Background: an optimization exercise with open tools, aiming at small area, a short achievable clock period and few clock cycles per item. Do not read the settings as production practice. Only simulation tests tie the RTL to the original design; equivalence was not proved. No activity file was given, so power comes from the tool's default toggle rates.

==> flow/design.v <==
package dll_pkg;
  localparam int MODE_W     = 3;
  localparam int LIST_IN_W  = 2;
  localparam int NODE_IN_W  = 6;
  localparam int NODE_OUT_W = 6;
  typedef enum logic [MODE_W-1:0] {
    MODE_CLEAR    = 3'd0,
    MODE_INS_TAIL = 3'd1,
    MODE_INS_HEAD = 3'd2,
    MODE_DELETE   = 3'd3,
    MODE_GET_HEAD = 3'd4,
    MODE_GET_TAIL = 3'd5
  } mode_t;
  typedef enum logic [1:0] {
    ST_OK       = 2'd0,
    ST_EMPTY    = 2'd1,
    ST_LINKED   = 2'd2,
    ST_UNLINKED = 2'd3
  } status_t;
  typedef struct packed {
    status_t                 status;
    logic [NODE_OUT_W-1:0]   node;
    logic                    empty;
  } res_t;
  function automatic res_t make_res(status_t s, logic [NODE_OUT_W-1:0] n, logic e);
    make_res = {s, n, e};
  endfunction
endpackage
module doubly_linked_list_manager #(
  parameter int NODE_COUNT = 64,
  parameter int LIST_COUNT = 4
) (
  input  logic        clk,
  input  logic        rst_n,
  input  logic        start,
  output logic        busy,
  input  logic [2:0]  in_mode,
  input  logic [1:0]  in_list_id,
  input  logic [5:0]  in_node_index,
  output logic        out_valid,
  output logic [1:0]  out_status,
  output logic [5:0]  out_result_node,
  output logic        out_list_empty
);
  localparam int N = 64;
  localparam int L = 4;
  localparam int Q = 4;    
  logic [N-1:0]       nv_q;     
  logic [N-1:0][1:0]  own_q;    
  logic [N-1:0][5:0]  nxt_q;    
  logic [L-1:0][5:0]  hd_q, tl_q;
  logic [L-1:0]       ne_q;     
  logic         v1;
  logic [2:0]   m1;
  logic [1:0]   l1;
  logic [5:0]   x1;
  logic [5:0]   x1n;           
  logic         busy_q, clr_acc_q;
  logic         acc;
  logic         rst_q;         
  assign busy = busy_q;
  assign acc  = start && !busy_q;
  always_ff @(posedge clk) begin
    rst_q <= !rst_n;
    if (!rst_n) begin
      v1        <= 1'b0;
      busy_q    <= 1'b0;
      clr_acc_q <= 1'b0;
    end else begin
      v1        <= acc;
      clr_acc_q <= acc && (in_mode == 3'd0);
      busy_q    <= (acc && (in_mode == 3'd0)) || clr_acc_q;
    end
    m1 <= in_mode;
    l1 <= in_list_id;
    x1 <= in_node_index;
    x1n <= ~in_node_index;
  end
  logic [N-1:0]      x1h;
  logic [Q-1:0][5:0] qn;
  logic [Q-1:0][3:0] pr;       
  logic [Q-1:0]      pf;       
  always_comb begin
    qn = '0;
    pr = '0;
    pf = '0;
    for (int i = 0; i < N; i++) begin
      x1h[i] = (x1 == 6'(i));
      qn[i/16] = qn[i/16] | ({6{x1h[i]}} & nxt_q[i]);
      if (nv_q[i] && (i < N / 2 ? (nxt_q[i] == x1) : (nxt_q[i] == ~x1n))) begin
        pr[i/16] = pr[i/16] | 4'(i);
        pf[i/16] = 1'b1;
      end
    end
  end
  logic              v2;
  logic [2:0]        m2;
  logic [1:0]        l2;
  logic [5:0]        x2;
  logic [Q-1:0][5:0] qn2;
  logic [Q-1:0][3:0] pr2;
  logic [Q-1:0]      pf2;
  always_ff @(posedge clk) begin
    if (!rst_n) v2 <= 1'b0;
    else        v2 <= v1;
    m2  <= m1;
    l2  <= l1;
    x2  <= x1;
    qn2 <= qn;
    pr2 <= pr;
    pf2 <= pf;
  end
  logic         wenw;          
  logic [5:0]   waw;
  logic         pvw;           
  logic [5:0]   pbw;
  logic [5:0]   wdw;           
  logic         nvww;          
  logic [5:0]   xw;
  logic [1:0]   lsw;           
  logic         insw, instw, delw, clrw;
  logic         hww, hqw;      
  logic         tww, tpw;      
  logic         nsw, ncw;      
  logic [L-1:0][5:0] hd_d, tl_d;
  logic [L-1:0]      ne_d;
  logic [L-1:0]      hw_j, tw_j;
  always_comb begin
    hd_d = hd_q;
    tl_d = tl_q;
    ne_d = ne_q;
    for (int j = 0; j < L; j++) begin
      hw_j[j] = hww && (lsw == 2'(j));
      tw_j[j] = tww && (lsw == 2'(j));
      if (hw_j[j]) hd_d[j] = hqw ? wdw : xw;
      if (tw_j[j]) tl_d[j] = tpw ? pbw : xw;
      if (nsw && lsw == 2'(j)) ne_d[j] = 1'b1;
      if (ncw && lsw == 2'(j)) ne_d[j] = 1'b0;
    end
  end
  always_ff @(posedge clk) begin
    if (rst_q) ne_q <= '0;
    else       ne_q <= ne_d;
    hd_q <= hd_d;
    tl_q <= tl_d;
  end
  logic [5:0] wae;
  logic       wev;
  assign wae = delw ? pbw : waw;
  assign wev = wenw || pvw;
  for (genvar i = 0; i < N; i++) begin : g_node
    always_ff @(posedge clk) begin
      if (rst_q || (xw == 6'(i) && (delw || instw)) || (clrw && own_q[i] == lsw)) nv_q[i] <= 1'b0;
      else if (wev && wae == 6'(i)) nv_q[i] <= nvww;
      if (insw && xw == 6'(i)) own_q[i] <= lsw;
      if (wev && wae == 6'(i)) nxt_q[i] <= wdw;
    end
  end
  logic       ins3, del3, wev3, nvw3;
  logic [5:0] x3, wae3, wd3;
  always_ff @(posedge clk) begin
    if (!rst_n) begin
      ins3  <= 1'b0;
      del3  <= 1'b0;
      wev3  <= 1'b0;
    end else begin
      ins3  <= insw;
      del3  <= delw;
      wev3  <= wev;
    end
    x3   <= xw;
    wae3 <= wae;
    wd3  <= wdw;
    nvw3 <= nvww;
  end
  logic       xeq3, aeq3, deq3, xeq, aeq, deq;
  assign xeq3 = (x3 == x2);
  assign aeq3 = wev3 && (wae3 == x2);
  assign deq3 = wev3 && nvw3 && (wd3 == x2);     
  assign xeq  = (xw == x2);
  assign aeq  = wev && (wae == x2);
  assign deq  = (wdw == x2);
  logic [5:0] rq, fq, pb;
  always_comb begin
    rq  = qn2[x2[5:4]];
    if (aeq3) rq = wd3;
    fq  = rq;
    if (aeq) fq = wdw;
    if (wev && nvww && deq) pb = wae;
    else if (deq3)          pb = wae3;
    else                    pb = {pf2[3] | pf2[2], pf2[3] | pf2[1], pr2[0] | pr2[1] | pr2[2] | pr2[3]};
  end
  logic [L-1:0] ph, qt;
  logic         rpn, rqn;
  logic [1:0]   rown;
  always_comb begin
    for (int j = 0; j < L; j++) begin
      ph[j] = ne_d[j] && (hw_j[j] ? (hqw ? deq : xeq) : (hd_q[j] == x2));
      qt[j] = ne_d[j] && (tw_j[j] ? (tpw ? (pbw == x2) : xeq) : (tl_q[j] == x2));
    end
    rpn = |ph;
    rqn = |qt;
    rown[0] = ph[1] | ph[3] | qt[1] | qt[3];
    rown[1] = ph[2] | ph[3] | qt[2] | qt[3];
  end
  logic rk;
  always_comb begin
    if (xeq && (insw || delw))        rk = insw;
    else if (xeq3 && (ins3 || del3))  rk = ins3;
    else rk = rpn || (wev && nvww && deq) || deq3 || (|pf2);
  end
  logic [5:0] h2, t2;
  logic       e2;
  assign h2 = hd_d[l2];
  assign t2 = tl_d[l2];
  assign e2 = !ne_d[l2];
  logic i_t, i_h, i_d, i_c;
  assign i_t = v2 && (m2 == 3'd1) && !rk;
  assign i_h = v2 && (m2 == 3'd2) && !rk;
  assign i_d = v2 && (m2 == 3'd3) && rk;
  assign i_c = v2 && (m2 == 3'd0);
  always_ff @(posedge clk) begin
    if (rst_q) begin
      wenw  <= 1'b0;
      pvw   <= 1'b0;
      insw  <= 1'b0;
      instw <= 1'b0;
      delw  <= 1'b0;
      clrw  <= 1'b0;
      hww   <= 1'b0;
      tww   <= 1'b0;
      nsw   <= 1'b0;
      ncw   <= 1'b0;
    end else begin
      wenw  <= (i_t && !e2) || i_h;
      pvw   <= i_d && !rpn;
      insw  <= i_t || i_h;
      instw <= i_t;
      delw  <= i_d;
      clrw  <= i_c;
      hww   <= i_h || (i_t && e2) || (i_d && rpn && !rqn);
      tww   <= i_t || (i_h && e2) || (i_d && rqn && !rpn);
      nsw   <= i_t || i_h;
      ncw   <= i_c || (i_d && rpn && rqn);
    end
    pbw <= pb;
    hqw <= (m2 == 3'd3);
    tpw <= (m2 == 3'd3);
    xw  <= x2;
    lsw <= (m2 == 3'd3) ? rown : l2;
    waw <= (m2 == 3'd1) ? t2 : x2;
    if (m2 == 3'd1) begin
      wdw <= x2; nvww <= 1'b1;
    end else if (m2 == 3'd2) begin
      wdw <= h2; nvww <= !e2;
    end else begin
      wdw <= fq; nvww <= !rqn;
    end
  end
  logic [1:0] rs;
  logic [5:0] rn;
  logic       re;
  always_comb begin
    rs = 2'd0;
    rn = 6'd0;
    re = e2;
    unique case (m2)
      3'd0: re = 1'b1;
      3'd1, 3'd2: begin
        if (rk) rs = 2'd2;
        else re = 1'b0;
      end
      3'd3: begin
        if (!rk) begin rs = 2'd3; re = 1'b0; end
        else re = rpn && rqn;
      end
      3'd4, 3'd5: begin
        if (e2) rs = 2'd1;
        else rn = (m2 == 3'd4) ? h2 : t2;
      end
      default: ;
    endcase
  end
  logic       ov;
  logic [1:0] os;
  logic [5:0] on;
  logic       oe;
  always_ff @(posedge clk) begin
    if (!rst_n) ov <= 1'b0;
    else        ov <= v2;
    os <= rs;
    on <= rn;
    oe <= re;
  end
  assign out_valid       = ov;
  assign out_status      = os;
  assign out_result_node = on;
  assign out_list_empty  = oe;
endmodule
==> flow/run.sh <==
#!/bin/bash
# synth_recipe.tcl (not shown) runs the flow's synth.tcl, then flattens the netlist and writes it again
# the make line also repeats each setting of config.mk as NAME=value (left out here)
make -C /OpenROAD-flow-scripts/flow DESIGN_CONFIG=/design/flow/config.mk WORK_HOME=/design/flow/orfs CLKGATE_MAP_FILE= SYNTH_SCRIPT=/design/flow/synth_recipe.tcl finish
==> flow/config.mk <==
export PLATFORM = sky130hd
export DESIGN_NAME = doubly_linked_list_manager
export DESIGN_NICKNAME = doubly_linked_list_manager
export VERILOG_FILES = /design/flow/design.v
export SDC_FILE = /design/flow/constraint.sdc
export NUM_CORES = 4
export LEC_CHECK = 0
export ABC_AREA = 1
export CAP_MARGIN = 20
export CORE_MARGIN = 2
export CORE_UTILIZATION = 40
export CTS_BUF_LIST = sky130_fd_sc_hd__clkbuf_16
export CTS_CLUSTER_DIAMETER = 100
export CTS_CLUSTER_SIZE = 20
export PLACE_DENSITY = 0.55
export SETUP_SLACK_MARGIN = 3.3
export SLEW_MARGIN = 20
==> flow/constraint.sdc <==
create_clock -name core_clock -period 5.5 [get_ports {clk}]
set_input_delay 1.1000 -clock core_clock [delete_from_list [all_inputs] [get_ports {clk}]]
set_output_delay 1.1000 -clock core_clock [all_outputs]
set_load 0.01 [all_outputs]
==> results of run 1 <==
layout by cell type, fill, tap and decap left out, types with 46 or more instances in the layout:
cell | synthesis | layout
inv_1 | 344 | 320
a211oi_1 | 53 | 51
xnor2_1 | 130 | 130
xor2_1 | 82 | 82
nand4_1 | 52 | 52
buf_4 | 10 | 200
a31oi_1 | 47 | 47
a221oi_1 | 57 | 49
dfxtp_1 | 256 | 220
nor2_4 | 3 | 96
nor3_1 | 55 | 46
clkbuf_16 | 0 | 46
o22ai_1 | 125 | 121
nand3_1 | 88 | 80
edfxtp_1 | 518 | 518
nor2_1 | 403 | 292
nand2_1 | 694 | 652
o21ai_0 | 179 | 160
a21oi_1 | 156 | 147
metrics by stage:
step / instance area, µm² / worst slack (ns)
finish: 43600 / 3.19
detailed placement: 37700 / 2.31
global route: 43600 / 3.14
floorplan: 36300 / 3.04
CTS: 41800 / 3.20
global placement: 37700 / 2.27
final cells by class:
type | instances | area share (%)
Timing Repair Buffer | 308 | 7.66
Clock inverter | 33 | 0.324
Tap cell | 1176 | 3.37
Inverter | 377 | 3.72
Clock buffer | 45 | 2.58
Sequential cell | 774 | 47.6
Timing Repair inverter | 2 | 0.0373
Antenna cell | 1 | 0.00574
Multi-Input combinational cell | 2462 | 34.7
path summary, 6_finish.rpt:
path,from,to,slack [ns]
max,xw[3],nv_q[63],3.19
min reg2reg,m1[2],m2[2],0.33
min,m1[2],m2[2],0.33
max reg2reg,xw[3],nv_q[63],3.19
metal layers:
layer	share of wire [%]	GRT usage, %	up-vias
met1	40	41.6	15298
met4	5.5	13.7	2
met2	43	46.3	1825
li1	-	-	13817
met3	11	6.75	387
met5	0.0088	0	-
worst max-delay path, delay by kind of cell (launching register included):
family,cells,cell delay (ns)
and+or+nand+nor,3,0.91
AOI/OAI and AO/OA,2,0.74
DFF,1,0.50
report_power, final:
part,leakage (nW),internal [mW],total (mW),switching [mW]
clock,0.720,1.50,3.49,1.99
combinational,7.95,0.434,1.37,0.933
sequential,6.80,6.36,6.46,0.0982
registers in the layout, indices dropped and copies added, names as in the netlist, 16 cells and up:
register / count
nxt_q: 384
own_q: 128
nv_q: 64
hd_q: 24
qn2: 24
tl_q: 24
pr2: 16
cells by family (layout without fill, tap and decap cells):
logic type      after synthesis  count (layout)  synth area share (%)
simple gates               1381            1383                  15.9
compound gates              866             867                  16.0
flops                       774             774                  57.0
buf+inv                     551             765                  5.98
xor+xnor                    212             212                  5.12
other cells                   0               1                     0
what timing repair did:
action                     CTS  global route
hold buffers                 0             0
resized for setup          442           216
pin swaps                   39            67
buffers inserted           110           103
setup endpoints to repair  658           505
hold endpoints to repair     0             0
gates cloned                12             4
==> flow_metrics.py, run 1 <==
metrics = {
    "placed_design": {
        "finalWeightedCongestion": 1.04,
        "dpl.hpwl_mm": 97.0,
        "placed_cells": 4870,
        "port_buffers": 24,
    },
    "detailed_routing": {
        "drc_errors": 0,
        "routed_wl_mm": 147,
        "drt_pass1_iterations": 8,
        "via_per_inst": 6.05,
        "drt_first_iter_violations": 4169,
        "wl_per_cell_um": 28.4,
        "antenna_left": 0,
        "num_vias": 31329,
    },
    "worst_setup_path": {
        "cp-end-kind": "flop",
        "worstPathMaxFanout": 11,
        "critPathKind": "flop to flop",
        "worstPathRequired_ns": 5.99,
        "critPathLaunchType": "flop",
        "crit_slowest_cell": "o21ai_0",
        "max_stage_delay_ns": 0.63,
        "rr_worst_depth": 5,
        "arrival_ns": 2.80,
        "crit_chain": "nand2_2 -> nor2_2 -> nand2_1 -> o21ai_0 -> a211oi_1",
    },
    "power_and_ir_drop": {
        "ir_worst_vdd_mv": 0.194,
        "power_mw": 11.3,
        "p_per_area_nw_per_um2": 259,
        "power.leakage_nw": 15.5,
    },
    "global_route": {
        "grt_pass1_wl_mm": 207,
        "grt-ovfl-total": 0,
        "grtUsageTotal_pct": 30.5,
        "antenna_found_initial": 5,
        "grt_max_degree": 66,
        "first_global_vias": 29130,
    },
    "timing": {
        "whs_ns": 0.334,
        "fmax_ghz": 0.433,
        "fin_crit_ns": 2.31,
        "tns_ns": 0,
        "clock_skew_ns": 0.0359,
        "grt_setup_unrepaired": "true",
        "tightest_slew_ns": 1.14,
        "setup_violations": 0,
        "hold_violations": 0,
        "slew_viol_final": 0,
        "slew_headroom_pct": 23.7,
        "finalCritPeriodShare_pct": 42.0,
    },
    "synth": {
        "syn_area_um2": 36300,
        "yosys_warnings": 1,
        "syn-num-nets": 3798,
        "ys_top_cells_by_area": "edfxtp_1 43%, dfxtp_1 14%, nand2_1 7.2%",
        "yosysMostFrequentCell": "nand2_1",
        "async_flop_share_pct": 0,
        "yosysSeqAreaShare_pct": 57.0,
        "synth.distinct_cells": 59,
        "ys_ff_latch": 774,
        "synth_top_area_share_pct": 42.9,
        "synth_top_area_cell": "edfxtp_1",
        "synthTopCellsByCount": "694 x nand2_1, 518 x edfxtp_1, 403 x nor2_1, 344 x inv_1, 256 x dfxtp_1",
        "syn_area_per_cell_um2": 9.58,
        "netlist_instances": 3784,
        "ys.flop_type": "edfxtp_1",
        "synth-edff-count": 518,
    },
    "finish": {
        "fin_cells": 5178,
        "ff_latch_area_um2": 20800,
        "multi_input_area_um2": 15100,
        "nets": 3984,
        "syn2layout_area_growth_pct": 20.3,
        "utilization_pct": 48.5,
        "drive_above_1_share_pct": 19.1,
        "fill_cells": 8328,
    },
    "clocking": {
        "cts_buffers": 45,
        "clock_latency_ns": 0.63,
        "clk_pin_slew_ns": 0.10,
        "htree_levels": 2,
        "clockBufferDepth": 3,
        "tritoncts": "done",
        "cts.sinks": 774,
        "cts_root_buffer": "clkbuf_16",
    },
    "floorplan": {
        "core_area_um2": 89900,
        "die_width_um": 305,
        "fp.dieH_um": 305,
        "start_util_pct": 40.3,
        "ios": 25,
        "die_area_um2": 93100,
        "rows": 110,
    },
    "worst_hold_path": {
        "hold_class": "flop to flop",
        "hold_depth": 0,
    },
    "run_status": {
        "status": "no timing/DRC/antenna violations",
    },
    "run": {
        "drv_cap": 0,
    },
}
Testbench counts, summed over its fixed seeds: cycles 12,290, ops 12,000.
==> run 2, diff against run 1 <==
--- a/flow/config.mk
+++ b/flow/config.mk
@@ -6,12 +6,12 @@
 export NUM_CORES = 4
 export LEC_CHECK = 0
 export ABC_AREA = 1
-export CAP_MARGIN = 20
+export CAP_MARGIN = 30
 export CORE_MARGIN = 2
 export CORE_UTILIZATION = 40
 export CTS_BUF_LIST = sky130_fd_sc_hd__clkbuf_16
 export CTS_CLUSTER_DIAMETER = 100
 export CTS_CLUSTER_SIZE = 20
 export PLACE_DENSITY = 0.55
-export SETUP_SLACK_MARGIN = 3.3
-export SLEW_MARGIN = 20
+export SETUP_SLACK_MARGIN = 3.4
+export SLEW_MARGIN = 30
==> run 2 against run 1 <==
Against the previous run: cell count grew 0.95%; register-to-register slack gained 0.04 ns; non-clock buffer count grew 45; worst setup slack gained 0.044 ns; via count grew 1.8%; hold slack lost 0.0035 ns; synthesized area is the same; utilization grew 1.3 points; critical path type unchanged; global-route usage grew 0.26 points; routed wire length grew 0.99%; sequential share of layout area shrank 1.2 points.
==> flow_metrics.py, run 2 <==
metrics = {
    "detailed_routing": {
        "drc_errors": 0,
        "via_per_inst": 6.10,
        "num_vias": 31883,
        "antenna_left": 0,
        "routed_wl_mm": 149,
        "drt_first_iter_violations": 4620,
        "drt_pass1_iterations": 8,
        "wl_per_cell_um": 28.4,
    },
    "placed_design": {
        "place_area_um2": 37800,
        "dpl.hpwl_mm": 95.4,
        "port_buffers": 24,
        "finalWeightedCongestion": 1.04,
    },
    "clocking": {
        "tritoncts": "done",
        "cts_buffers": 45,
        "htree_levels": 2,
        "cts.sinks": 774,
        "clk_pin_slew_ns": 0.08,
        "cts_root_buffer": "clkbuf_16",
        "clock_latency_ns": 0.64,
        "clockBufferDepth": 3,
    },
    "power_and_ir_drop": {
        "p_switching_mw": 3.08,
        "clkPwrFrac_pct": 30.7,
        "power.leakage_nw": 15.9,
        "ir_worst_vdd_mv": 0.222,
        "power.share.switching_pct": 27.0,
        "p_int_mw": 8.34,
        "power_frac_seq_pct": 56.5,
        "combPwrFrac_pct": 12.8,
        "p_per_area_nw_per_um2": 255,
        "power_mw": 11.4,
    },
    "finish": {
        "top_register": "nxt_q",
        "largestRegisters": "nxt_q: 384 flops, own_q: 128 flops, nv_q: 64 flops",
        "fin_area_um2": 44800,
        "fill_cells": 8125,
        "insertedDiodeCount": 0,
        "syn2layout_area_growth_pct": 23.5,
        "nets": 4032,
        "drive_above_1_share_pct": 22.1,
        "final_cell_mix": "657 x nand2_1, 518 x edfxtp_1, 318 x inv_1",
        "utilization_pct": 49.8,
        "largest_register_ffs": 384,
        "final_common_cell": "nand2_1",
    },
    "global_route": {
        "met2_usage_pct": 46.1,
        "grt_max_degree": 75,
        "first_global_vias": 29657,
        "grt-ovfl-total": 0,
        "grtUsageTotal_pct": 30.7,
        "grt_pass1_wl_mm": 210,
        "globalRouteMet1Util_pct": 42.2,
        "grt_busiest_layer": "met2",
        "antenna_found_initial": 2,
        "grt.met3_usage_pct": 6.70,
    },
    "worst_setup_path": {
        "crit_start": "x2[3]",
        "critPathKind": "flop to flop",
        "arrival_ns": 2.81,
        "reg2reg_to": "os[0]",
        "critPathLaunchType": "flop",
        "rr_worst_depth": 17,
        "worstPathRequired_ns": 6.04,
        "r2r_slack_ns": 3.24,
        "r2r-start": "x2[3]",
        "worstPathMaxFanout": 6,
        "cp-end-kind": "flop",
    },
    "worst_hold_path": {
        "worstHoldStart": "m1[2]",
        "hold_class": "flop to flop",
        "hold_depth": 0,
        "hold_path_end": "m2[2]",
    },
    "synth": {
        "synthTopCellsByCount": "694 x nand2_1, 518 x edfxtp_1, 403 x nor2_1, 344 x inv_1, 256 x dfxtp_1",
        "synth_top_area_cell": "edfxtp_1",
        "syn_area_um2": 36300,
        "synth_top_area_share_pct": 42.9,
        "syn-num-nets": 3798,
        "ys.flop_type": "edfxtp_1",
        "yosys_warnings": 1,
        "yosysSeqAreaShare_pct": 57.0,
        "yosysMostFrequentCell": "nand2_1",
        "syn_area_per_cell_um2": 9.58,
        "async_flop_share_pct": 0,
        "ys_ff_latch": 774,
        "synth.distinct_cells": 59,
        "ys_top_cells_by_area": "edfxtp_1 43%, dfxtp_1 14%, nand2_1 7.2%",
        "netlist_instances": 3784,
        "synth-edff-count": 518,
    },
    "floorplan": {
        "fp.dieH_um": 305,
        "die_area_um2": 93100,
        "ios": 25,
        "die_width_um": 305,
        "start_util_pct": 40.3,
        "rows": 110,
        "core_area_um2": 89900,
    },
    "timing": {
        "grt_setup_unrepaired": "true",
        "tns_ns": 0,
        "slew_headroom_pct": 28.2,
        "finalCritPeriodShare_pct": 41.2,
        "fin_crit_ns": 2.26,
        "slew_viol_final": 0,
        "tightest_slew_ns": 1.08,
        "fmax_ghz": 0.442,
        "setup_violations": 0,
        "clock_skew_ns": 0.0312,
        "hold_violations": 0,
    },
    "run": {
        "drv_cap": 0,
    },
    "run_status": {
        "status": "no timing/DRC/antenna violations",
    },
}
-- run 2: changes by cell type in the layout (fill, tap and decap cells not counted), sizes merged --
cell	delta
bufbuf	-3
buf	+44
diode	-1
clkinv	-4
inv	+8
bufinv	+1
clkbuf	+4
-- run 2: cells by family after synthesis --
logic type / synth area share, %
and+or+nand+nor: 15.9
AOI/OAI and AO/OA: 16.0
DFF: 57.0
buffers and inverters: 5.98
xor gates and xnor gates: 5.12
-- run 2: timing repair --
item,4_1_cts,5_1_grt
cloned,11,8
resized for setup,520,292
setup buffers,169,87
hold endpoints to repair,0,0
setup endpoints to repair,686,500
hold buffers,0,0
pin swaps,68,105
-- run 2: cell type report --
class / count / area [µm²] / share of cell area, %
clock inverter: 35 / 146 / 0.327
sequential: 774 / 20800 / 46.4
timing repair inverter: 5 / 41.3 / 0.0922
inverter: 377 / 1660 / 3.70
clock buffer: 45 / 1130 / 2.51
tap: 1176 / 1470 / 3.29
timing repair buffer: 353 / 3980 / 8.88
multi-input combinational: 2462 / 15600 / 34.8
-- run 2: how the worst max path moves through the flow --
stage,to,cells after the start
after floorplan,hww,17
after global placement,wdw[4],9
after detailed placement,wdw[4],9
after CTS,qn2[19],11
after global routing,ncw,17
final,os[0],17
-- run 2: power groups by stage --
| stage | logic (mW) | clock network, mW | registers [mW] |
|---|---|---|---|
| after floorplan | 0.558 | 0 | 6.60 |
| after global placement | 0.983 | 0 | 6.62 |
| after detailed placement | 0.992 | 0 | 6.62 |
| after CTS | 1.29 | 3.52 | 6.45 |
| after global routing | 1.52 | 3.73 | 6.46 |
| final | 1.46 | 3.51 | 6.45 |
-- run 2: worst max-delay path, cell delays in order, from the launching register on --
cell	delay [ns]
dfxtp_2	0.35
buf_12	0.13
clkinvlp_4	0.19
buf_4	0.19
buf_6	0.10
o21ai_2	0.09
nor2_1	0.05
nand3_1	0.11
a21oi_1	0.10
nand2_2	0.09
nand2_2	0.07
nor2_4	0.14
nand3_2	0.11
nand3_4	0.13
nand2_8	0.09
inv_6	0.09
nand2_4	0.05
o31ai_2	0.08
-- run 2: metal layers --
| metal | vias up | wire, µm |
|---|---|---|
| met1 | 15571 | 59500 |
| met5 | - | 13 |
| met2 | 1984 | 63900 |
| met4 | 2 | 8500 |
| met3 | 395 | 16700 |
| li1 | 13931 | - |
-- run 2: per-stage QoR --
step                      setup WS [ns]  hold WS (ns)  std cells
after floorplan                    3.04         0.310       3784
after global placement             2.27         0.312       4869
after detailed placement           2.24         0.314       4871
after CTS                          3.26         0.335       5131
after global routing               3.18         0.343       5227
final                              3.24         0.330       5227
==> run 3, diff against run 2 <==
--- a/flow/config.mk
+++ b/flow/config.mk
@@ -8,10 +8,10 @@
 export ABC_AREA = 1
 export CAP_MARGIN = 30
 export CORE_MARGIN = 2
-export CORE_UTILIZATION = 40
+export CORE_UTILIZATION = 35
 export CTS_BUF_LIST = sky130_fd_sc_hd__clkbuf_16
 export CTS_CLUSTER_DIAMETER = 100
 export CTS_CLUSTER_SIZE = 20
-export PLACE_DENSITY = 0.55
-export SETUP_SLACK_MARGIN = 3.4
+export PLACE_DENSITY = 0.5
+export SETUP_SLACK_MARGIN = 3.3
 export SLEW_MARGIN = 30
==> run 3 against run 2 <==
Against the previous run: still clean on timing, DRC and antenna; via count shrank 2.0%; clock power hardly changed; final area fell by 0.48%.
==> flow_metrics.py, run 3 <==
metrics = {
    "worst_setup_path": {
        "worstPathRequired_ns": 6.05,
        "worstPathMaxFanout": 8,
        "rr_worst_depth": 8,
        "reg2reg_to": "qn2[5]",
        "cp_num_buf_inv": 2,
        "r2r-start": "x1[3]",
        "crit_family": "simple AND/OR/NAND/NOR gates",
        "max_stage_delay_ns": 0.44,
        "path_common_cell": "nor2_1",
        "r2r_slack_ns": 3.20,
        "arrival_ns": 2.85,
        "crit_start": "x1[3]",
        "critPathKind": "flop to flop",
        "endpoint": "qn2[5]",
        "crit_slowest_cell": "nor2_1",
        "cp-end-kind": "flop",
        "critPathLaunchType": "flop",
        "crit_cells": 8,
        "crit_chain": "buf_12 -> nor2_1 -> nand2_1 -> nor2_1 -> inv_1 -> o22ai_1 -> a221oi_1 -> nand4_1",
    },
    "finish": {
        "utilization_pct": 43.2,
        "final_common_cell": "nand2_1",
        "drive_above_1_share_pct": 21.3,
        "largestRegisters": "nxt_q: 384 flops, own_q: 128 flops, nv_q: 64 flops",
        "fin_cells": 5408,
        "syn2layout_area_growth_pct": 22.9,
        "nets": 4010,
        "final_cell_mix": "652 x nand2_1, 518 x edfxtp_1, 319 x inv_1",
        "top_register": "nxt_q",
        "largest_register_ffs": 384,
    },
    "timing": {
        "tns_ns": 0,
        "slew_viol_final": 0,
        "clock_skew_ns": 0.0218,
        "fin_crit_ns": 2.30,
        "tightest_slew_ns": 0.855,
        "finalCritPeriodShare_pct": 41.9,
        "hold_violations": 0,
        "slew_headroom_pct": 42.4,
        "fmax_ghz": 0.434,
        "setup_slack_ns": 3.20,
        "grt_setup_unrepaired": "true",
        "setup_violations": 0,
    },
    "synth": {
        "synthSimpleGateAreaFrac_pct": 15.9,
        "yosys_warnings": 1,
        "synth.distinct_cells": 59,
        "synthTopCellsByCount": "694 x nand2_1, 518 x edfxtp_1, 403 x nor2_1, 344 x inv_1, 256 x dfxtp_1",
        "synth_fa_ha_area_share_pct": 0,
        "synth_top_area_share_pct": 42.9,
        "synth_top_family_by_area": "compound AO/OA/AOI/OAI gates",
        "netlist_instances": 3784,
        "yosysMostFrequentCell": "nand2_1",
        "async_flop_share_pct": 0,
        "synth_top_area_cell": "edfxtp_1",
        "ys_top_cells_by_area": "edfxtp_1 43%, dfxtp_1 14%, nand2_1 7.2%",
        "ys_ff_latch": 774,
        "syn_area_um2": 36300,
        "yosys.area_share.xor_xnor_pct": 5.12,
        "synth_compound_area_share_pct": 16.0,
        "synth_mux_area_share_pct": 0,
        "yosysSeqAreaShare_pct": 57.0,
        "syn_area_per_cell_um2": 9.58,
        "synth-edff-count": 518,
        "syn-num-nets": 3798,
        "ys.flop_type": "edfxtp_1",
    },
    "placed_design": {
        "finalWeightedCongestion": 1.00,
        "port_buffers": 24,
        "place_worst_setup_slack_ns": 2.17,
        "placed_cells": 5081,
        "dpl.hpwl_mm": 99.3,
    },
    "global_route": {
        "grt-ovfl-total": 0,
        "antenna_found_initial": 6,
        "first_global_vias": 28771,
        "grt_pass1_wl_mm": 210,
        "grtUsageTotal_pct": 27.0,
        "grt_max_degree": 66,
    },
    "clocking": {
        "postCtsHoldBufs": 0,
        "htree_levels": 2,
        "tritoncts": "done",
        "cts.sinks": 774,
        "clk_pin_slew_ns": 0.09,
        "cts_root_buffer": "clkbuf_16",
        "cts_buffers": 44,
        "clockBufferDepth": 3,
        "clock_latency_ns": 0.65,
    },
    "detailed_routing": {
        "routed_wl_mm": 151,
        "drc_errors": 0,
        "wl_per_cell_um": 27.9,
        "drt_pass1_iterations": 6,
        "num_vias": 31248,
        "drt_first_iter_violations": 4184,
        "antenna_left": 0,
        "via_per_inst": 5.78,
    },
    "power_and_ir_drop": {
        "p_per_area_nw_per_um2": 256,
        "ir_worst_vdd_mv": 0.211,
        "power.leakage_nw": 15.7,
    },
    "floorplan": {
        "start_util_pct": 35.1,
        "rows": 118,
        "core_area_um2": 103000,
        "ios": 25,
        "die_width_um": 326,
        "fp.dieH_um": 326,
        "die_area_um2": 106000,
    },
    "run": {
        "drv_cap": 0,
    },
    "run_status": {
        "status": "no timing/DRC/antenna violations",
    },
    "worst_hold_path": {
        "hold_class": "flop to flop",
    },
}
## run 3: changes by cell type in the layout (fill, tap and decap cells not counted), sizes merged
cell,change
nor2,-1
bufbuf,+3
inv,-9
clkinv,-2
buf,-21
o2111ai,-1
clkinvlp,+7
diode,+1
## run 3: report_power, final
part           internal [mW]  switching (mW)  total [mW]
registers               6.36           0.105        6.46
logic                  0.461           0.958        1.42
clock network           1.53            1.99        3.53
total                   8.35            3.06        11.4
## run 3: layout make-up
class	instances	area, µm²
repair inverters	4	33.8
clock inverters	32	146
diodes	1	2.50
well taps	1380	1730
flip-flops and latches	774	20800
multi-input cells	2460	15400
repair buffers	335	3710
fillers	9816	58600
inverters	377	1640
clock buffers	45	1130
## run 3: metrics by stage
step	power [mW]	area [µm²]	hold slack, ns
2_1_floorplan	7.16	36300	0.310
3_3_place_gp	7.63	38000	0.313
3_5_place_dp	7.63	38100	0.314
4_1_cts	11.3	42000	0.334
5_1_grt	11.7	44600	0.340
6_report	11.4	44600	0.329
## run 3: kinds of logic after synthesis
logic type,Yosys count
and+or+nand+nor,1381
AOI/OAI and AO/OA,866
DFF,774
buffers and inverters,551
xor gates and xnor gates,212
## run 3: how the worst min path moves through the flow
| stage | depth (start not counted) | end | slack [ns] | start |
|---|---|---|---|---|
| 4_1_cts | 0 | m2[0] | 0.33 | m1[0] |
| 6_report | 0 | m2[2] | 0.33 | m1[2] |
| 3_5_place_dp | 0 | m2[0] | 0.31 | m1[0] |
| 2_1_floorplan | 0 | l2[0] | 0.31 | l1[0] |
| 3_3_place_gp | 0 | m2[2] | 0.31 | m1[2] |
| 5_1_grt | 0 | m2[2] | 0.34 | m1[2] |
## run 3: what timing repair did
action                                  CTS  global route
setup buffers                            90           141
hold endpoints to repair                  0             0
gates resized for setup                 442           307
endpoints found under the setup margin  667           447
pin swaps                                29            86
cloned                                   12             6
## run 3: layer usage
metal / part of all wire, % / GRT usage [%] / up-vias
li1: - / - / 13862
met1: 41 / 36.7 / 15444
met5: 0.027 / 0 / -
met2: 45 / 42.8 / 1623
met4: 5.0 / 11.1 / 4
met3: 8.8 / 4.57 / 315
==> run 4, diff against run 3 <==
--- a/flow/design.v
+++ b/flow/design.v
@@ -77,15 +77,23 @@
     x1n <= ~in_node_index;
   end
   logic [N-1:0]      x1h;
+  logic [Q-1:0]      qv;
   logic [Q-1:0][5:0] qn;
   logic [Q-1:0][3:0] pr;       
   logic [Q-1:0]      pf;       
+  logic [L-1:0]      rph, rqt;
   always_comb begin
+    for (int j = 0; j < L; j++) begin
+      rph[j] = (hd_q[j] == x1);
+      rqt[j] = (tl_q[j] == x1);
+    end
+    qv = '0;
     qn = '0;
     pr = '0;
     pf = '0;
     for (int i = 0; i < N; i++) begin
       x1h[i] = (x1 == 6'(i));
+      qv[i/16] = qv[i/16] | (x1h[i] & nv_q[i]);
       qn[i/16] = qn[i/16] | ({6{x1h[i]}} & nxt_q[i]);
       if (nv_q[i] && (i < N / 2 ? (nxt_q[i] == x1) : (nxt_q[i] == ~x1n))) begin
         pr[i/16] = pr[i/16] | 4'(i);
@@ -97,23 +105,27 @@
   logic [2:0]        m2;
   logic [1:0]        l2;
   logic [5:0]        x2;
+  logic [Q-1:0]      qv2;
   logic [Q-1:0][5:0] qn2;
   logic [Q-1:0][3:0] pr2;
   logic [Q-1:0]      pf2;
+  logic [L-1:0]      rph2, rqt2;
   always_ff @(posedge clk) begin
     if (!rst_n) v2 <= 1'b0;
     else        v2 <= v1;
     m2  <= m1;
     l2  <= l1;
     x2  <= x1;
+    qv2 <= qv;
     qn2 <= qn;
     pr2 <= pr;
     pf2 <= pf;
+    rph2 <= rph;
+    rqt2 <= rqt;
   end
   logic         wenw;          
-  logic [5:0]   waw;
+  logic [5:0]   waw;           
   logic         pvw;           
-  logic [5:0]   pbw;
   logic [5:0]   wdw;           
   logic         nvww;          
   logic [5:0]   xw;
@@ -133,7 +145,7 @@
       hw_j[j] = hww && (lsw == 2'(j));
       tw_j[j] = tww && (lsw == 2'(j));
       if (hw_j[j]) hd_d[j] = hqw ? wdw : xw;
-      if (tw_j[j]) tl_d[j] = tpw ? pbw : xw;
+      if (tw_j[j]) tl_d[j] = tpw ? waw : xw;
       if (nsw && lsw == 2'(j)) ne_d[j] = 1'b1;
       if (ncw && lsw == 2'(j)) ne_d[j] = 1'b0;
     end
@@ -144,32 +156,38 @@
     hd_q <= hd_d;
     tl_q <= tl_d;
   end
-  logic [5:0] wae;
   logic       wev;
-  assign wae = delw ? pbw : waw;
   assign wev = wenw || pvw;
   for (genvar i = 0; i < N; i++) begin : g_node
     always_ff @(posedge clk) begin
       if (rst_q || (xw == 6'(i) && (delw || instw)) || (clrw && own_q[i] == lsw)) nv_q[i] <= 1'b0;
-      else if (wev && wae == 6'(i)) nv_q[i] <= nvww;
+      else if (wev && waw == 6'(i)) nv_q[i] <= nvww;
       if (insw && xw == 6'(i)) own_q[i] <= lsw;
-      if (wev && wae == 6'(i)) nxt_q[i] <= wdw;
+      if (wev && waw == 6'(i)) nxt_q[i] <= wdw;
     end
   end
-  logic       ins3, del3, wev3, nvw3;
+  logic       ins3, inst3, del3, wev3, nvw3, hw3, tw3;
   logic [5:0] x3, wae3, wd3;
+  logic [1:0] ls3;
   always_ff @(posedge clk) begin
     if (!rst_n) begin
       ins3  <= 1'b0;
+      inst3 <= 1'b0;
       del3  <= 1'b0;
       wev3  <= 1'b0;
+      hw3   <= 1'b0;
+      tw3   <= 1'b0;
     end else begin
       ins3  <= insw;
+      inst3 <= instw;
       del3  <= delw;
       wev3  <= wev;
+      hw3   <= hww;
+      tw3   <= tww;
     end
+    ls3  <= lsw;
     x3   <= xw;
-    wae3 <= wae;
+    wae3 <= waw;
     wd3  <= wdw;
     nvw3 <= nvww;
   end
@@ -178,15 +196,27 @@
   assign aeq3 = wev3 && (wae3 == x2);
   assign deq3 = wev3 && nvw3 && (wd3 == x2);     
   assign xeq  = (xw == x2);
-  assign aeq  = wev && (wae == x2);
+  assign aeq  = wev && (waw == x2);
   assign deq  = (wdw == x2);
+  logic       rnv, fnv;
   logic [5:0] rq, fq, pb;
+  logic       lk;
   always_comb begin
+    rnv = qv2[x2[5:4]];
     rq  = qn2[x2[5:4]];
-    if (aeq3) rq = wd3;
+    if (aeq3) begin
+      rnv = nvw3;
+      rq  = wd3;
+    end
+    if (xeq3 && (del3 || inst3)) rnv = 1'b0;
+    fnv = rnv;
     fq  = rq;
-    if (aeq) fq = wdw;
-    if (wev && nvww && deq) pb = wae;
+    if (aeq) begin
+      fnv = nvww;
+      fq  = wdw;
+    end
+    if (xeq && (delw || instw)) fnv = 1'b0;
+    if (wev && nvww && deq) pb = waw;
     else if (deq3)          pb = wae3;
     else                    pb = {pf2[3] | pf2[2], pf2[3] | pf2[1], pr2[0] | pr2[1] | pr2[2] | pr2[3]};
   end
@@ -195,8 +225,10 @@
   logic [1:0]   rown;
   always_comb begin
     for (int j = 0; j < L; j++) begin
-      ph[j] = ne_d[j] && (hw_j[j] ? (hqw ? deq : xeq) : (hd_q[j] == x2));
-      qt[j] = ne_d[j] && (tw_j[j] ? (tpw ? (pbw == x2) : xeq) : (tl_q[j] == x2));
+      ph[j] = ne_d[j] && (hw_j[j] ? (hqw ? deq : xeq) :
+                          (hw3 && ls3 == 2'(j)) ? (del3 ? (wd3 == x2) : xeq3) : rph2[j]);
+      qt[j] = ne_d[j] && (tw_j[j] ? (tpw ? (waw == x2) : xeq) :
+                          (tw3 && ls3 == 2'(j)) ? (del3 ? (wae3 == x2) : xeq3) : rqt2[j]);
     end
     rpn = |ph;
     rqn = |qt;
@@ -243,18 +275,17 @@
       nsw   <= i_t || i_h;
       ncw   <= i_c || (i_d && rpn && rqn);
     end
-    pbw <= pb;
     hqw <= (m2 == 3'd3);
     tpw <= (m2 == 3'd3);
     xw  <= x2;
     lsw <= (m2 == 3'd3) ? rown : l2;
-    waw <= (m2 == 3'd1) ? t2 : x2;
+    waw <= (m2 == 3'd3) ? pb : (m2 == 3'd1) ? t2 : x2;
     if (m2 == 3'd1) begin
       wdw <= x2; nvww <= 1'b1;
     end else if (m2 == 3'd2) begin
       wdw <= h2; nvww <= !e2;
     end else begin
-      wdw <= fq; nvww <= !rqn;
+      wdw <= fq; nvww <= fnv;
     end
   end
   logic [1:0] rs;
--- a/flow/config.mk
+++ b/flow/config.mk
@@ -8,10 +8,10 @@
 export ABC_AREA = 1
 export CAP_MARGIN = 30
 export CORE_MARGIN = 2
-export CORE_UTILIZATION = 35
+export CORE_UTILIZATION = 50
 export CTS_BUF_LIST = sky130_fd_sc_hd__clkbuf_16
 export CTS_CLUSTER_DIAMETER = 100
 export CTS_CLUSTER_SIZE = 20
-export PLACE_DENSITY = 0.5
+export PLACE_DENSITY = 0.65
 export SETUP_SLACK_MARGIN = 3.3
 export SLEW_MARGIN = 30
==> run 4 against run 3 <==
Against the previous run: synthesized area increased by 2.0%; routed wire length decreased by 1.9%; first-iteration DRC count increased by 34%; utilization increased by 16 points; critical path type unchanged; critical endpoint is now nv_q[14].
==> flow_metrics.py, run 4 <==
metrics = {
    "clocking": {
        "cts.sinks": 785,
        "clockBufferDepth": 3,
        "tritoncts": "done",
        "cts_root_buffer": "clkbuf_16",
        "htree_levels": 2,
        "clock_latency_ns": 0.63,
        "cts_buffers": 45,
        "clk_pin_slew_ns": 0.09,
        "postCtsHoldBufs": 0,
    },
    "timing": {
        "fin_crit_ns": 2.37,
        "tightest_slew_ns": 1.07,
        "finalCritPeriodShare_pct": 43.0,
        "fmax_ghz": 0.423,
        "whs_ns": 0.333,
        "setup_violations": 0,
        "setup_slack_ns": 3.13,
        "slew_headroom_pct": 28.7,
        "tns_ns": 0,
        "hold_violations": 0,
        "clock_skew_ns": 0.0349,
        "slew_viol_final": 0,
        "grt_setup_unrepaired": "true",
    },
    "worst_setup_path": {
        "critPathLaunchType": "flop",
        "worstPathRequired_ns": 5.97,
        "r2r-start": "xw[1]",
        "cp-end-kind": "flop",
        "rr_worst_depth": 8,
        "r2r_slack_ns": 3.13,
        "arrival_ns": 2.83,
        "critPathKind": "flop to flop",
        "worstPathMaxFanout": 7,
        "max_stage_delay_ns": 0.62,
        "crit_slowest_cell": "o221ai_1",
        "crit_chain": "clkinvlp_4 -> buf_4 -> nor2_1 -> inv_1 -> nor2_2 -> nand2_1 -> o221ai_1 -> a211oi_1",
        "reg2reg_to": "nv_q[14]",
    },
    "synth": {
        "synth-edff-count": 524,
        "async_flop_share_pct": 0,
        "yosys_warnings": 1,
        "yosysSeqAreaShare_pct": 56.7,
        "syn_area_per_cell_um2": 9.50,
        "ys_top_cells_by_area": "edfxtp_1 43%, dfxtp_1 14%, nand2_1 6.9%",
        "syn_area_um2": 37000,
        "synth_top_area_share_pct": 42.5,
        "yosysMostFrequentCell": "nand2_1",
        "synth.distinct_cells": 66,
        "synth_top_area_cell": "edfxtp_1",
        "synthTopCellsByCount": "682 x nand2_1, 524 x edfxtp_1, 505 x nor2_1, 358 x inv_1, 261 x dfxtp_1",
        "ys_ff_latch": 785,
        "ys.flop_type": "edfxtp_1",
        "netlist_instances": 3893,
        "syn-num-nets": 3907,
    },
    "finish": {
        "syn2layout_area_growth_pct": 16.3,
        "utilization_pct": 58.9,
        "final_common_cell": "nand2_1",
        "final_cell_mix": "655 x nand2_1, 524 x edfxtp_1, 356 x inv_1",
        "nets": 3985,
        "largest_register_ffs": 384,
        "top_register": "nxt_q",
        "fill_cells": 6307,
        "largestRegisters": "nxt_q: 384 flops, own_q: 128 flops, nv_q: 64 flops",
        "drive_above_1_share_pct": 16.3,
    },
    "global_route": {
        "grt-ovfl-total": 0,
        "grtUsageTotal_pct": 37.5,
        "grt_pass1_wl_mm": 206,
        "grt_max_degree": 74,
        "first_global_vias": 29336,
        "antenna_found_initial": 6,
    },
    "power_and_ir_drop": {
        "power.leakage_nw": 15.0,
        "ir_worst_vdd_mv": 0.201,
        "p_per_area_nw_per_um2": 266,
    },
    "detailed_routing": {
        "wl_per_cell_um": 29.8,
        "drt_pass1_iterations": 18,
        "drc_errors": 0,
        "routed_wl_mm": 148,
        "num_vias": 32930,
        "drt_first_iter_violations": 5597,
        "via_per_inst": 6.63,
        "antenna_left": 0,
    },
    "placed_design": {
        "port_buffers": 24,
        "place_worst_setup_slack_ns": 2.07,
        "dpl.hpwl_mm": 96.2,
        "finalWeightedCongestion": 1.06,
    },
    "floorplan": {
        "die_width_um": 276,
        "start_util_pct": 50.6,
        "rows": 99,
        "fp.dieH_um": 276,
        "ios": 25,
        "die_area_um2": 76200,
        "core_area_um2": 73100,
    },
    "worst_hold_path": {
        "hold_class": "flop to flop",
        "worstHoldStart": "l1[0]",
        "hold_depth": 0,
        "hold_path_end": "l2[0]",
    },
    "run_status": {
        "status": "no timing/DRC/antenna violations",
    },
    "run": {
        "drv_cap": 0,
    },
}
## run 4: logic make-up after synthesis
family,after synthesis,synth area share (%)
flip-flops,785,56.7
AO/OA/AOI/OAI,907,16.8
AND/OR/NAND/NOR,1480,16.8
XOR/XNOR,154,3.67
buffers and inverters,563,5.92
multiplexers,4,0.122
## run 4: through the flow
| step | area, µm² | total power, mW | std cells |
|---|---|---|---|
| 2_1_floorplan | 37000 | 7.24 | 3893 |
| 3_3_place_gp | 38100 | 7.70 | 4753 |
| 3_5_place_dp | 38200 | 7.71 | 4755 |
| 4_1_cts | 41200 | 11.3 | 4877 |
| 5_1_grt | 43000 | 11.7 | 4964 |
| 6_report | 43000 | 11.4 | 4966 |
## run 4: cell type report
cell class,count,area (µm²),area share [%]
Antenna cell,2,5.00,0.0116
Clock buffer,45,1130,2.62
Clock inverter,36,148,0.343
Inverter,389,1600,3.73
Multi-Input combinational cell,2546,15400,35.9
Sequential cell,785,21000,48.9
Tap cell,959,1200,2.79
Timing Repair Buffer,203,2430,5.65
Timing Repair inverter,1,8.76,0.0204
## run 4: layer usage
| metal | routed length [µm] | track usage, % |
|---|---|---|
| met1 | 55900 | 51.9 |
| met5 | 30 | 0 |
| met4 | 9780 | 20.6 |
| met2 | 60900 | 53.2 |
| met3 | 21300 | 10.4 |
## run 4: power breakdown
group	leakage (nW)	internal (mW)	switching (mW)	total [mW]
registers	6.92	6.45	0.114	6.56
logic	7.28	0.405	0.962	1.37
clock network	0.748	1.50	2.00	3.50
total	15.0	8.36	3.08	11.4
## run 4: worst max-delay path by stage
stage	startpoint	to
after floorplan	wdw[1]	ncw
after global placement	x1[4]	qn2[8]
after detailed placement	x1[4]	qv2[1]
after CTS	lsw[0]	wdw[3]
after global routing	wdw[0]	tww
final	xw[1]	nv_q[14]
## run 4: worst max-delay path: cells and delay by family, from the launching register on
kind / cells / cell delay [ns]
AOI/OAI and AO/OA: 2 / 0.72
DFF: 1 / 0.47
buffers and inverters: 3 / 0.44
and+or+nand+nor: 3 / 0.56
## run 4: repair_timing
item                                    4_1_cts  5_1_grt
resized for setup                           390      243
endpoints found under the setup margin      609      343
setup buffers                                30       81
cloned                                       11        6
pin swaps                                    10       46
Testbench counts of run 4, summed over its fixed seeds: cycles 12,290, ops 12,000.

[what the ideal ports hide]
No port has a modelled driver above. Below, the same layouts with a new extraction and two added sets of constraints. Step 1: set_driving_cell puts a clkbuf_16 on clk and a buf_2 on each other input, an assumption about the parent block. Step 2 adds t to the input delays and takes it off the output delays; t is the mean of the earliest and latest rising clock arrival at the registers after step 1. Input paths then give back, and output paths get back, about the clock's delay inside the block. a / b / c = no drivers / after step 1 / after step 2; a / b = the first two.
run	t (ns)	setup slack, ns	worst hold slack (ns)	worst slew at a driven data input, ns	pins driven straight from the clock port
run 1	0.686	3.191 / 3.191 / 3.183	0.334 / 0.334 / 0.334	0.04	1
run 2	0.693	3.235 / 3.235 / 3.171	0.330 / 0.330 / 0.330	0.05	1
run 3	0.711	3.196 / 3.196 / 3.196	0.329 / 0.329 / 0.329	0.04	1
run 4	0.684	3.135 / 3.135 / 3.135	0.333 / 0.333 / 0.333	0.03	1
After both steps setup and hold are still met in every run listed. The setup slack of run 2, which loses most, moves by 0.000 ns with the drivers and by -0.064 ns with both steps.
